What follows belongs to an exercise in optimizing a design on an open flow for a short achievable clock period and few clock cycles; a production flow would make more cautious choices.
In this exercise RTL edits were held to simulation tests only and were not proved equivalent to the original.
The clock port is modelled as an ideal driver; clocking choices that lean on that would not hold on a real chip.
No activity file was given, so power comes from the tool's default toggle rates.

==> job 3912: inputs <==
==> flow/design.v (excerpt) <==
module cpuTop #(
    parameter logic [DataWidth-1:0] resetPc = '0
) (
    input  logic                    clk,
    input  logic                    rst,
    output logic [DataWidth-1:0]    pc,
    output logic                    instrReq,
    input  cpuPkg::instrWord                instr,
    output logic                    regWrEn,
    output logic [RegAddrWidth-1:0] regWrAddr,
    output logic [DataWidth-1:0]    regWrData
);
clock: 8.0 ns
lec_check: 0
cap_margin: 20
core_margin: 2
core_utilization: 40
place_density: 0.6
slew_margin: 20
synth_hierarchical: 1
synth_minimum_keep_size: 0
standard.sh (not shown) runs the stock make flow with config.mk's settings and CLKGATE_MAP_FILE= SYNTH_SCRIPT=/design/flow/synth_recipe.tcl, a recipe that flattens the netlist after the stock synthesis.
==> flow/flow/run.sh <==
#!/bin/bash
# The standard layout (standard.sh) with these changes:
#  - no full-adder extraction in synthesis (ADDER_MAP_FILE empty), so the
#    hand-built prefix adders keep their structure;
#  - timing repair may swap cells across footprints (MATCH_CELL_FOOTPRINT 0);
#  - ports are buffered with buf_8 cells;
set -euo pipefail
F=$PWD/flow
KNOBS=(ADDER_MAP_FILE= MATCH_CELL_FOOTPRINT=0 "BUFFER_PORTS_ARGS=-buffer_cell sky130_fd_sc_hd__buf_8"
       SETUP_SLACK_MARGIN=5.4)
bash standard.sh "${KNOBS[@]}" "POST_CTS_TCL=$F/extra_cts.tcl" cts > make_cts.log 2>&1
bash standard.sh "${KNOBS[@]}" "PRE_GLOBAL_ROUTE_TCL=$F/relax_outputs.tcl" \
    "POST_GLOBAL_ROUTE_TCL=$F/restore_outputs.tcl" finish > make_finish.log 2>&1
==> flow/flow/extra_cts.tcl <==
source [file join [file dirname [info script]] relax_outputs.tcl]
repair_timing -setup -setup_margin 5.45 -hold_margin 0 -repair_tns 100 -verbose
detailed_placement
check_placement -verbose
source [file join [file dirname [info script]] restore_outputs.tcl]
==> flow/flow/relax_outputs.tcl <==
# Optimisation aid: while the timing repair runs, the output ports' external
# delay is lowered so that the repair, which stops improving once its worst
# path cannot be improved, is not held up by the output paths (flip-flop to
# port, nothing to repair there) and keeps working on the other paths.
# restore_outputs.tcl puts the design's output delay back before the step
# writes its results.
set_output_delay 0.8 -clock [get_clocks core_clock] [all_outputs]
==> flow/flow/restore_outputs.tcl <==
# Puts back the design's output delay (20% of the 8 ns period), see
# relax_outputs.tcl.
set_output_delay 1.6 -clock [get_clocks core_clock] [all_outputs]
==> inputs of job 6979, as changes to job 3912 <==
--- a/flow/design.v
+++ b/flow/design.v
@@ -45,27 +45,22 @@
         } jView;
     } instrWord;
 endpackage
 module rdBit (
     input  logic [15:0] sel,
     input  logic [15:0] d,
-    output logic        q
+    output logic        qn
 );
     logic [7:0] t;
-    logic [3:0] u;
-    logic [1:0] v;
+    logic [1:0] h;
     for (genvar k = 0; k < 8; k++) begin : g_t
         aoi22c u_t (.a1(sel[2*k]), .a2(d[2*k]), .b1(sel[2*k+1]), .b2(d[2*k+1]), .y(t[k]));
     end
-    for (genvar k = 0; k < 4; k++) begin : g_u
-        nand2c u_u (.a(t[2*k]), .b(t[2*k+1]), .y(u[k]));
-    end
-    for (genvar k = 0; k < 2; k++) begin : g_v
-        nor2c u_v (.a(u[2*k]), .b(u[2*k+1]), .y(v[k]));
-    end
-    nand2c u_q (.a(v[0]), .b(v[1]), .y(q));
+    nand4c u_h0 (.a(t[0]), .b(t[1]), .c(t[2]), .d(t[3]), .y(h[0]));
+    nand4c u_h1 (.a(t[4]), .b(t[5]), .c(t[6]), .d(t[7]), .y(h[1]));
+    nor2c  u_q  (.a(h[0]), .b(h[1]), .y(qn));
 endmodule
 module aoi22c (input logic a1, input logic a2, input logic b1, input logic b2, output logic y);
     assign y = ~((a1 & a2) | (b1 & b2));
 endmodule
 module nor2c (input logic a, input logic b, output logic y);
     assign y = ~(a | b);
@@ -77,67 +72,93 @@
     assign y = s ? a : b;
 endmodule
 module invc (input logic a, output logic y);
     assign y = ~a;
 endmodule
 module opBit (
-    input  logic fwd,
-    input  logic fwdn,
+    input  logic sW,
     input  logic sX,
     input  logic sY,
-    input  logic sZ,
-    input  logic r,
-    input  logic x,
-    input  logic y,
-    input  logic z,
+    input  logic w,
+    input  logic xn,
+    input  logic yn,
     output logic q
 );
-    logic nr, nx, ny, nz;
-    nand2c u_r (.a(fwd), .b(r), .y(nr));
-    nand3c u_x (.a(sX), .b(fwdn), .c(x), .y(nx));
-    nand3c u_y (.a(sY), .b(fwdn), .c(y), .y(ny));
-    nand3c u_z (.a(sZ), .b(fwdn), .c(z), .y(nz));
-    nand4c u_q (.a(nr), .b(nx), .c(ny), .d(nz), .y(q));
-endmodule
-module opSel (
-    input  logic        fwd,
-    input  logic        fwdn,
-    input  logic        sX,
-    input  logic        sY,
-    input  logic        sZ,
-    input  logic [15:0] r,
-    input  logic [15:0] x,
-    input  logic [15:0] y,
-    input  logic [15:0] z,
-    output logic [15:0] q
-);
-    for (genvar i = 0; i < 16; i++) begin : g_b
-        opBit u_b (.fwd(fwd), .fwdn(fwdn), .sX(sX), .sY(sY), .sZ(sZ),
-                   .r(r[i]), .x(x[i]), .y(y[i]), .z(z[i]), .q(q[i]));
-    end
+    logic nw, nx, ny;
+    nand2c  u_w (.a(sW), .b(w), .y(nw));
+    nand2bc u_x (.an(xn), .b(sX), .y(nx));
+    nand2bc u_y (.an(yn), .b(sY), .y(ny));
+    nand3c u_q (.a(nw), .b(nx), .c(ny), .y(q));
 endmodule
 module nand2c (input logic a, input logic b, output logic y);
     assign y = ~(a & b);
 endmodule
 module nand3c (input logic a, input logic b, input logic c, output logic y);
     assign y = ~(a & b & c);
 endmodule
 module nand4c (input logic a, input logic b, input logic c, input logic d, output logic y);
     assign y = ~(a & b & c & d);
 endmodule
+module opSel (
+    input  logic        sW,
+    input  logic        sX,
+    input  logic        sY,
+    input  logic [15:0] w,
+    input  logic [15:0] xn,
+    input  logic [15:0] yn,
+    output logic [15:0] q
+);
+    for (genvar i = 0; i < 16; i++) begin : g_b
+        opBit u_b (.sW(sW), .sX(sX), .sY(sY), .w(w[i]), .xn(xn[i]), .yn(yn[i]), .q(q[i]));
+    end
+endmodule
 module regRead (
     input  logic [255:0] regsFlat,
     input  logic [15:0]  sel,
-    output logic [15:0]  rd
+    output logic [15:0]  rdn
 );
     for (genvar i = 0; i < 16; i++) begin : g_b
         logic [15:0] col;
         for (genvar j = 0; j < 16; j++) begin : g_c
             assign col[j] = regsFlat[16*j + i];
         end
-        rdBit u_b (.sel(sel), .d(col), .q(rd[i]));
+        rdBit u_b (.sel(sel), .d(col), .qn(rdn[i]));
+    end
+endmodule
+module opBit4 (
+    input  logic sW,
+    input  logic sX,
+    input  logic sY,
+    input  logic sZ,
+    input  logic w,
+    input  logic xn,
+    input  logic yn,
+    input  logic z,
+    output logic q
+);
+    logic nw, nx, ny, nz;
+    nand2c  u_w (.a(sW), .b(w), .y(nw));
+    nand2bc u_x (.an(xn), .b(sX), .y(nx));
+    nand2bc u_y (.an(yn), .b(sY), .y(ny));
+    nand2c  u_z (.a(sZ), .b(z), .y(nz));
+    nand4c u_q (.a(nw), .b(nx), .c(ny), .d(nz), .y(q));
+endmodule
+module opSel4 (
+    input  logic        sW,
+    input  logic        sX,
+    input  logic        sY,
+    input  logic        sZ,
+    input  logic [15:0] w,
+    input  logic [15:0] xn,
+    input  logic [15:0] yn,
+    input  logic [15:0] z,
+    output logic [15:0] q
+);
+    for (genvar i = 0; i < 16; i++) begin : g_b
+        opBit4 u_b (.sW(sW), .sX(sX), .sY(sY), .sZ(sZ), .w(w[i]), .xn(xn[i]), .yn(yn[i]),
+                    .z(z[i]), .q(q[i]));
     end
 endmodule
 import cpuPkg::*;
 module pcUnit #(
     parameter logic [15:0] resetPc = '0
 ) (
@@ -216,17 +237,15 @@
     input  logic        eNand,
     input  logic        eOr,
     input  logic        eSll,
     input  logic        eSrl,
     input  logic        eSra,
     input  logic [3:0]  eShamt,
-    output logic [15:0] sum,
-    output logic [15:0] logicRes,
     output logic [15:0] res
 );
-    logic [15:0] bX;
+    logic [15:0] bX, sum, logicRes;
     assign bX = opB ^ {16{eSub}};
     ksAdd #(.W(16)) u_add (.a(opA), .b(bX), .ci(eSub), .s(sum));
     always_comb begin
         logicRes = '0;
         if (eNand) logicRes = logicRes | ~(opA & opB);
         if (eOr)   logicRes = logicRes | (opA | opB);
@@ -340,13 +359,12 @@
     logic [15:0] regs [16];
     logic        eWr;         
     logic        eBr;         
     logic        eBne;
     logic [3:0]  eRa;
     logic [15:0] opA, opB;        
-    logic [15:0] sum, logicRes, res;    
     logic [3:0]  eShamt;
     logic [3:0]  eOff;
     logic        eSub, eArith, eNand, eOr, eSll, eSrl, eSra;
     logic        wrEnR;
     logic [3:0]  wrAddrR;
     logic [15:0] wrDataR;
@@ -392,89 +410,88 @@
             default: ;
         endcase
         isWr = isR | isImm | isShift;
     end
     logic [255:0] regsFlat;
     logic [15:0]  selA, selB, selC;
-    logic [15:0]  rdA, rdB, rdC;
+    logic [15:0]  rdAn, rdBn, rdCn;    
     assign regsFlat[15:0] = '0;
     for (genvar j = 1; j < 16; j++) begin : g_flat
         assign regsFlat[16*j +: 16] = wSel[j] ? wbData : regs[j];
     end
     always_comb begin
         for (int j = 0; j < 16; j++) begin
             selA[j] = (fa == j[3:0]);
             selB[j] = (fb == j[3:0]);
             selC[j] = (fc == j[3:0]);
         end
     end
-    regRead u_rda (.regsFlat(regsFlat), .sel(selA), .rd(rdA));
-    regRead u_rdb (.regsFlat(regsFlat), .sel(selB), .rd(rdB));
-    regRead u_rdc (.regsFlat(regsFlat), .sel(selC), .rd(rdC));
+    regRead u_rda (.regsFlat(regsFlat), .sel(selA), .rdn(rdAn));
+    regRead u_rdb (.regsFlat(regsFlat), .sel(selB), .rdn(rdBn));
+    regRead u_rdc (.regsFlat(regsFlat), .sel(selC), .rdn(rdCn));
     logic eNz, f1a, f1b, f1c;
     assign eNz = eWr && (eRa != 4'd0);
     assign f1a = eNz && (fa == eRa);
     assign f1b = eNz && (fb == eRa);
     assign f1c = eNz && (fc == eRa);
     logic        fwdA, fwdB;
     logic [15:0] immVal, opAD, opBD;
     assign fwdA   = isR ? f1b : f1a;
     assign fwdB   = (isR && f1c) || (isBr && f1b);
     assign immVal = {{8{iw[7] & (op != OpAddiu)}}, iw[7:0]};
     opSel u_opa (
-        .fwd (fwdA), .fwdn (!fwdA), .sX (isR), .sY (!isR), .sZ (1'b0),
-        .r   (res),  .x    (rdB),   .y  (rdA), .z  (immVal),
-        .q   (opAD)
+        .sW (fwdA), .sX (isR && !fwdA), .sY (!isR && !fwdA),
+        .w  (res),  .xn (rdBn),         .yn (rdAn),
+        .q  (opAD)
     );
-    opSel u_opb (
-        .fwd (fwdB), .fwdn (!fwdB), .sX (isR), .sY (isBr), .sZ (!isR && !isBr),
-        .r   (res),  .x    (rdC),   .y  (rdB), .z  (immVal),
-        .q   (opBD)
+    opSel4 u_opb (
+        .sW (fwdB), .sX (isR && !fwdB), .sY (isBr && !fwdB), .sZ (!isR && !isBr && !fwdB),
+        .w  (res),  .xn (rdCn),         .yn (rdBn),          .z  (immVal),
+        .q  (opBD)
     );
     logic [15:0] pcD;
     logic        reqD, brWaitD;
     pcUnit #(
         .resetPc (resetPc)
     ) u_pc (
         .rst       (rst),
         .pcR       (pcR),
-        .reqR      (!eBr),
+        .reqR      (reqR),
         .iw        (iw),
         .eBr       (eBr),
         .eBne      (eBne),
         .eOff      (eOff),
         .opA       (opA),
         .opB       (opB),
         .pcD       (pcD),
         .reqD      (reqD),
         .brWaitD   (brWaitD)
     );
+    logic [15:0] res;
     aluUnit u_alu (
         .opA    (opA),
         .opB    (opB),
         .eSub   (eSub),
         .eArith (eArith),
         .eNand  (eNand),
         .eOr    (eOr),
         .eSll   (eSll),
         .eSrl   (eSrl),
         .eSra   (eSra),
         .eShamt (eShamt),
-        .sum    (sum),
-        .logicRes (logicRes),
         .res    (res)
     );
     always_ff @(posedge clk) begin
         pcR  <= pcD;
         reqR <= reqD;
         eBr  <= brWaitD;
         if (rst) begin
             eWr     <= 1'b0;
             wrEnR   <= 1'b0;
         end else begin
-            eWr   <= !eBr && isWr;
+            eWr   <= reqR && isWr;
             wrEnR <= eWr;
         end
     end
     always_ff @(posedge clk) begin
         for (int j = 0; j < 16; j++) begin
             wSel[j] <= !rst && eWr && (j != 0) && (eRa == j[3:0]);
==> flow/flow/run.sh (replaced) <==
#!/bin/bash
# The standard layout (standard.sh) with these changes:
#  - no full-adder extraction in synthesis (ADDER_MAP_FILE empty), so the
#    hand-built prefix adders keep their structure;
#  - timing repair may swap cells across footprints (MATCH_CELL_FOOTPRINT 0);
#  - ports are buffered with buf_8 cells;
#  - timing repair aims at a setup margin of 5.4 ns up to CTS, with extra
#    repair passes at the end of CTS (flow/extra_cts.tcl), and 5.25 ns after.
# Each make run's full output goes to its own log here; ORFS's per-step logs
# stay under orfs/logs.
set -euo pipefail
KNOBS=(ADDER_MAP_FILE= MATCH_CELL_FOOTPRINT=0 "BUFFER_PORTS_ARGS=-buffer_cell sky130_fd_sc_hd__buf_8")
bash standard.sh "${KNOBS[@]}" SETUP_SLACK_MARGIN=5.4 "POST_CTS_TCL=$PWD/flow/extra_cts.tcl" cts \
    > make_cts.log 2>&1
bash standard.sh "${KNOBS[@]}" SETUP_SLACK_MARGIN=5.25 finish > make_finish.log 2>&1
==> flow/flow/extra_cts.tcl (replaced) <==
# Sourced at the end of ORFS's CTS step (POST_CTS_TCL). The step's own setup
# repair aims past what the output paths can reach and stops improving once
# they are the worst; these passes aim just below that, so the repair keeps
# working on the internal and input paths.
foreach margin {5.2 5.3} {
  repair_timing -setup -setup_margin $margin -hold_margin 0 -repair_tns 100 -verbose
}
detailed_placement
check_placement -verbose
- CORE_UTILIZATION: 40 -> 60
- PLACE_DENSITY: 0.6 -> 0.75
removed: flow/flow/relax_outputs.tcl
removed: flow/flow/restore_outputs.tcl
==> inputs of job 517, as changes to job 3912 <==
--- a/flow/design.v
+++ b/flow/design.v
@@ -77,45 +77,47 @@
     assign y = s ? a : b;
 endmodule
 module invc (input logic a, output logic y);
     assign y = ~a;
 endmodule
 module opBit (
-    input  logic fwd,
-    input  logic fwdn,
+    input  logic sA,
+    input  logic sL,
     input  logic sX,
     input  logic sY,
     input  logic sZ,
-    input  logic r,
+    input  logic a,
+    input  logic l,
     input  logic x,
     input  logic y,
     input  logic z,
     output logic q
 );
-    logic nr, nx, ny, nz;
-    nand2c u_r (.a(fwd), .b(r), .y(nr));
-    nand3c u_x (.a(sX), .b(fwdn), .c(x), .y(nx));
-    nand3c u_y (.a(sY), .b(fwdn), .c(y), .y(ny));
-    nand3c u_z (.a(sZ), .b(fwdn), .c(z), .y(nz));
-    nand4c u_q (.a(nr), .b(nx), .c(ny), .d(nz), .y(q));
+    logic na, nl, nx, nyz;
+    nand2c u_a (.a(sA), .b(a), .y(na));
+    nand2c u_l (.a(sL), .b(l), .y(nl));
+    nand2c u_x (.a(sX), .b(x), .y(nx));
+    aoi22c u_y (.a1(sY), .a2(y), .b1(sZ), .b2(z), .y(nyz));
+    nand4c u_q (.a(na), .b(nl), .c(nx), .d(nyz), .y(q));
 endmodule
 module opSel (
-    input  logic        fwd,
-    input  logic        fwdn,
+    input  logic        sA,
+    input  logic        sL,
     input  logic        sX,
     input  logic        sY,
     input  logic        sZ,
-    input  logic [15:0] r,
+    input  logic [15:0] a,
+    input  logic [15:0] l,
     input  logic [15:0] x,
     input  logic [15:0] y,
     input  logic [15:0] z,
     output logic [15:0] q
 );
     for (genvar i = 0; i < 16; i++) begin : g_b
-        opBit u_b (.fwd(fwd), .fwdn(fwdn), .sX(sX), .sY(sY), .sZ(sZ),
-                   .r(r[i]), .x(x[i]), .y(y[i]), .z(z[i]), .q(q[i]));
+        opBit u_b (.sA(sA), .sL(sL), .sX(sX), .sY(sY), .sZ(sZ),
+                   .a(a[i]), .l(l[i]), .x(x[i]), .y(y[i]), .z(z[i]), .q(q[i]));
     end
 endmodule
 module nand2c (input logic a, input logic b, output logic y);
     assign y = ~(a & b);
 endmodule
 module nand3c (input logic a, input logic b, input logic c, output logic y);
@@ -418,20 +420,22 @@
     logic        fwdA, fwdB;
     logic [15:0] immVal, opAD, opBD;
     assign fwdA   = isR ? f1b : f1a;
     assign fwdB   = (isR && f1c) || (isBr && f1b);
     assign immVal = {{8{iw[7] & (op != OpAddiu)}}, iw[7:0]};
     opSel u_opa (
-        .fwd (fwdA), .fwdn (!fwdA), .sX (isR), .sY (!isR), .sZ (1'b0),
-        .r   (res),  .x    (rdB),   .y  (rdA), .z  (immVal),
-        .q   (opAD)
+        .sA (fwdA && eArith), .sL (fwdA && !eArith), .sX (isR && !fwdA), .sY (!isR && !fwdA),
+        .sZ (1'b0),
+        .a  (sum),  .l (logicRes), .x (rdB), .y (rdA), .z (immVal),
+        .q  (opAD)
     );
     opSel u_opb (
-        .fwd (fwdB), .fwdn (!fwdB), .sX (isR), .sY (isBr), .sZ (!isR && !isBr),
-        .r   (res),  .x    (rdC),   .y  (rdB), .z  (immVal),
-        .q   (opBD)
+        .sA (fwdB && eArith), .sL (fwdB && !eArith), .sX (isR && !fwdB), .sY (isBr && !fwdB),
+        .sZ (!isR && !isBr && !fwdB),
+        .a  (sum),  .l (logicRes), .x (rdC), .y (rdB), .z (immVal),
+        .q  (opBD)
     );
     logic [15:0] pcD;
     logic        reqD, brWaitD;
     pcUnit #(
         .resetPc (resetPc)
     ) u_pc (
==> notes <==
Synthesized area, lowest first: job 6979, job 3912, job 517. Global-route usage: job 6979 is higher than job 517 (15 points). Sequential share of layout area: job 517 < job 3912 < job 6979. Critical path depth: job 6979 > job 517 > job 3912. Sequential cell count is the same in job 6979 and job 3912. In job 6979 the combinational power is smaller than in job 3912, by about 8%. The highest utilization belongs to job 6979, the lowest to job 3912. The highest routed wire length belongs to job 3912, the lowest to job 6979.
==> figures <==
Via count of the first global-routing pass: job 6979 24,500; job 517 24,100; job 3912 24,000
FF+latch area: job 6979 0.00755 sq mm; job 517 0.00754 sq mm; job 3912 0.00755 sq mm
Routed met1 length: job 6979 40,300 microns; job 517 44,900 microns; job 3912 43,300 microns
Well tap count: job 6979 592; job 517 931; job 3912 882
Number of multi-input logic gates: job 6979 2,355; job 517 2,591; job 3912 2,582
Initial Util: job 6979 60.9%; job 517 40.5%; job 3912 40.3%
Placed Cells: job 6979 3,497; job 517 4,078; job 3912 4,007
Result of the run: job 6979 timing/DRC/antenna clean; job 517 timing/DRC/antenna clean; job 3912 timing/DRC/antenna clean
Multi-input gate share of the layout cell area: job 6979 61.3%; job 517 61.0%; job 3912 61.5%
Overall via count from detail_route: job 6979 24,900; job 517 24,900; job 3912 25,000
Total of plain and repair buffers excluding clock buffers: job 6979 214; job 517 250; job 3912 220
Switching share of total power: job 6979 38.8%; job 517 38.3%; job 3912 39.2%
Share of power burned in combinational logic: job 6979 37.6%; job 517 38.1%; job 3912 38.3%
Clock tree buffer count of the final layout: job 6979 54; job 517 61; job 3912 57
Insertion delay to the later sink of the worst-skew pair: job 6979 610 ps; job 517 590 ps; job 3912 610 ps
Wire length of the first global-routing pass: job 6979 153,000 microns; job 517 152,000 microns; job 3912 153,000 microns
DIE HEIGHT: job 6979 216 microns; job 517 268 microns; job 3912 267 microns
Utilization after layout: job 6979 74.9%; job 517 51.7%; job 3912 50.9%
Testbench counts of job 3912, summed over its fixed seeds: cycles 25,372.
Testbench counts of job 6979, summed over its fixed seeds: cycles 25,372.
Testbench counts of job 517, summed over its fixed seeds: cycles 25,372.

## static timing again, ports no longer ideal
The flow's constraints put no driver on any port. The routed layouts listed below were extracted and timed again, unchanged, in two steps. Step 1, drivers: a clkbuf_16 drives clk and a buf_2 each remaining input, both assumed. Step 2, shift: input delay + t, output delay - t, t = (earliest + latest rising clock arrival at the registers) / 2. This alone moves slack from input paths to output paths. Slacks: no drivers / after step 1 / after step 2; pairs: no drivers / after step 1.
| run | t, ns | setup WS [ns] | worst hold slack (ns) | slew at the worst register clock pin (ns) |
|---|---|---|---|---|
| job 3912 | 0.659 | 5.315 / 5.185 / 4.527 | 0.473 / 0.473 / 0.473 | 0.07 / 0.07 |
| job 6979 | 0.653 | 5.216 / 5.018 / 4.365 | 0.622 / 0.622 / 0.622 | 0.07 / 0.07 |
| job 517 | 0.641 | 5.261 / 5.170 / 4.529 | 0.450 / 0.450 / 0.450 | 0.07 / 0.07 |
After both steps every run listed still meets setup and hold. The setup slack of job 6979, which loses most, moves by -0.198 ns with the drivers and by -0.851 ns with both steps.
